From an optimization exercise on the open Yosys and OpenROAD flow, aimed at small area, a short achievable clock period and few clock cycles per item; shortcuts taken in it are not production practice.
In this exercise RTL edits were held to simulation tests only and were not proved equivalent to the original.

==> 02-16: inputs <==
==> flow/design.v (excerpt) <==
module binomial_coefficient_unit (
  input  logic                            clk_i,
  input  logic                            rst_ni,
  input  logic                            req_valid_i,
  output logic                            req_ready_o,
  input  logic [bcu_pkg::ArgWidth-1:0]    req_total_n_i,
  input  logic [bcu_pkg::ArgWidth-1:0]    req_choose_k_i,
  output logic                            rsp_valid_o,
  input  logic                            rsp_ready_i,
  output logic [bcu_pkg::CoefWidth-1:0]   rsp_coefficient_o,
  output logic [bcu_pkg::StatusWidth-1:0] rsp_status_o
);
export LEC_CHECK = 0
export CAP_MARGIN = 20
export CORE_MARGIN = 2
export CORE_UTILIZATION = 40
export SLEW_MARGIN = 20
create_clock -name core_clock -period 7.0 [get_ports {clk_i}]
run.sh (not shown) runs the stock make flow with config.mk's settings and CLKGATE_MAP_FILE= SYNTH_SCRIPT=/design/flow/synth_recipe.tcl, a recipe that flattens the netlist after the stock synthesis.
==> 11-02: changes against 02-16 <==
- ABC_AREA: unset -> 1
==> qor summary <==
Run status: 11-02 failed layout checks; 02-16 failed layout checks
Violated checks: 11-02 negative setup slack; 02-16 negative setup slack
Total number of vias: 11-02 36,437; 02-16 39,112
Highest cell delay on the worst timing path: 11-02 0.55 ns; 02-16 0.51 ns
Initial antenna violation count: 11-02 0; 02-16 2
Core region area: 11-02 89,700 um2; 02-16 96,400 um2
Post-route cell area: 11-02 41,100 um2; 02-16 44,900 um2
GRT met3 Usage: 11-02 2.42%; 02-16 3.17%
Launch point of the worst reg-to-reg path: 11-02 e3_q[0]; 02-16 n_q[4]
Cell area after synthesis: 11-02 36,100 um2; 02-16 38,800 um2
Placed cells: 11-02 6,746; 02-16 6,518
Cell repeated most along the worst path: 11-02 sky130_fd_sc_hd__buf_4; 02-16 sky130_fd_sc_hd__nor2_2
Routability Congestion: 11-02 0.958; 02-16 0.952
Multi-input comb cells: 11-02 4,016; 02-16 4,176
Post-Place Cell Area: 11-02 39,500 um2; 02-16 43,000 um2
Post-Synth Simple-Gate Area: 11-02 25.7%; 02-16 22.7%
R2R depth: 11-02 43; 02-16 38
X dimension of the die: 11-02 304 um; 02-16 315 um
Cells after Synth: 11-02 5,441; 02-16 5,124
Multiplexer share of the synthesized area: 11-02 0.0832%; 02-16 2.02%
Number of buffers outside the clock class in the layout: 11-02 409; 02-16 531
Testbench counts of 02-16, summed over its fixed seeds: cycles 6,106, requests 1,280.
Testbench counts of 11-02, summed over its fixed seeds: cycles 6,106, requests 1,280.


==> build 43 <==
Another version of the RTL of binomial_coefficient_unit (not shown whole).
export LEC_CHECK = 0
export ABC_AREA = 1
export CAP_MARGIN = 20
export CORE_MARGIN = 2
export CORE_UTILIZATION = 40
export SETUP_SLACK_MARGIN = 1.0
export SLEW_MARGIN = 20
create_clock -name core_clock -period 7.0 [get_ports {clk_i}]
==> inputs of build 60, as changes to build 43 <==
- SETUP_SLACK_MARGIN: 1.0 -> 0.8
==> flow_summary.toml <==
[worst_setup_path]
crit_start = "n_q[4]"

[cells_and_area]
final_cell_mix = "nand2_1, inv_1, nor2_1"
fillers = 9591
clkCellAreaFrac_pct = 1.38

[outcome]
outcome = "timing/DRC/antenna clean"

[place]
dp_hpwl_microns = 104000
placed_cell_area_sq_um = 39900

[timing]
hold-worst-slack_ns = 0.463
-- figures above: build 43

==> flow_summary.toml <==
[timing]
hold-worst-slack_ns = 0.456

[outcome]
outcome = "timing/DRC/antenna clean"

[yosys]
synth_top_area_share_pct = 12.4
ys_ff_latch = 158
yosys-top-cells-count = "nand2_1, inv_1, nor2_1"

[place]
placed_cell_area_sq_um = 40200
dp_hpwl_microns = 105000

[cells_and_area]
final_cell_mix = "nand2_1, inv_1, nor2_1"
fillers = 9649

[worst_setup_path]
crit_start = "n_q[7]"
-- figures above: build 60

Testbench counts of build 43, summed over its fixed seeds: cycles 5,261, requests 1,280.
Testbench counts of build 60, summed over its fixed seeds: cycles 5,261, requests 1,280.


==> yarrow: inputs <==
binomial_coefficient_unit, a different RTL version from the one above (not shown whole).
==> flow/design.v (excerpt) <==
module binomial_coefficient_unit (
  input  logic                            clk_i,
  input  logic                            rst_ni,
  input  logic                            req_valid_i,
  output logic                            req_ready_o,
  input  logic [bcu_pkg::ArgWidth-1:0]    req_total_n_i,
  input  logic [bcu_pkg::ArgWidth-1:0]    req_choose_k_i,
  output logic                            rsp_valid_o,
  input  logic                            rsp_ready_i,
  output logic [bcu_pkg::CoefWidth-1:0]   rsp_coefficient_o,
  output logic [bcu_pkg::StatusWidth-1:0] rsp_status_o
);
Settings: LEC_CHECK=0, ABC_AREA=1, CAP_MARGIN=20, CORE_MARGIN=2, CORE_UTILIZATION=40, SETUP_SLACK_MARGIN=0.8, SLEW_MARGIN=20; clock period 7.0 ns.
==> onyx (differences from yarrow) <==
--- a/flow/design.v
+++ b/flow/design.v
@@ -8201,33 +8201,36 @@
     have_big = (nb_q != '0);
     vb    = pval_of(selb, e3_q, e5_q, e7_q, e11_q, e13_q);
     vt    = pval_of(selt, e3_q, e5_q, e7_q, e11_q, e13_q);
     lgb   = lg_of(selb, e3_q, e5_q, e7_q, e11_q, e13_q);
     lgt   = lg_of(selt, e3_q, e5_q, e7_q, e11_q, e13_q);
-    other = have2 ? vt : nb_q;
-    lgo   = have2 ? lgt : nblg_q;
+    other = have_big ? nb_q : vt;
+    lgo   = have_big ? nblg_q : lgt;
     lgsum = 9'(lgb) + 9'(lgo);
-    fits  = (lgsum <= 9'd127) && (have2 || have_big);
+    fits  = (lgsum <= 9'd127) && have1 && (have2 || have_big);
     pair  = vb * other;
     gen_any = have1 || have_big;
     gen_clr = '0;
     gen_big = 1'b0;
-    if (have1) begin
+    if (have_big) begin
+      gen_big = 1'b1;
+      if (fits) begin
+        gen_f   = pair;
+        gen_clr = selb;
+      end else begin
+        gen_f   = nb_q;
+      end
+    end else if (have1) begin
       gen_clr = selb;
       if (fits) begin
-        gen_f = pair;
-        if (have2) begin
-          gen_clr = selb | selt;
-        end else begin
-          gen_big = 1'b1;
-        end
+        gen_f   = pair;
+        gen_clr = selb | selt;
       end else begin
         gen_f = vb;
       end
     end else begin
-      gen_f   = nb_q;
-      gen_big = have_big;
+      gen_f = nb_q;
     end
   end
   logic [bcu_pkg::CoefWidth-1:0] prod;
   bcu_muldiv u_muldiv (
     .value_i(coef_q),
==> comparison <==
Count of clock-buffer cells in the layout is the same in onyx and yarrow. Of yarrow and onyx, onyx has the higher cell area (gap 2.4%, measured against onyx).
Testbench counts of yarrow, summed over its fixed seeds: cycles 5,631, requests 1,280.
Testbench counts of onyx, summed over its fixed seeds: cycles 5,560, requests 1,280.

[afterwards: timing with drivers on the ports]
Ports are ideal in the flow. The routed layouts listed here were re-timed in OpenROAD.
Step 1: set_driving_cell puts a clkbuf_16 on clk_i and a buf_2 on each other input, an assumption about the parent block.
Step 2 moves the port delays by t, midway between the first and last clock arrival at a register: inputs arrive t later, outputs are due t later. That takes back most of the time a late clock gives input paths.
a / b / c = ideal / step 1 / step 2; a / b = the first two.
run | t, ns | slack for setup (ns) | clock arrival spread, ns | worst slew at a driven data input, ns | pins driven straight from the clock port
02-16 | 0.554 | -0.333 / -0.333 / -0.333 | 0.019 / 0.019 | 0.07 | 1
11-02 | 0.548 | -0.368 / -0.368 / -0.368 | 0.034 / 0.034 | 0.05 | 1
build 43 | 0.573 | 0.817 / 0.817 / 0.817 | 0.017 / 0.017 | 0.09 | 1
build 60 | 0.575 | 0.750 / 0.750 / 0.511 | 0.020 / 0.020 | 0.09 | 1
yarrow | 0.566 | 1.012 / 1.012 / 0.689 | 0.019 / 0.019 | 0.06 | 1
onyx | 0.579 | 0.887 / 0.887 / 0.672 | 0.015 / 0.015 | 0.08 | 1
For yarrow, which loses most, drivers alone change the setup slack by 0.000 ns; drivers and shift together by -0.323 ns.
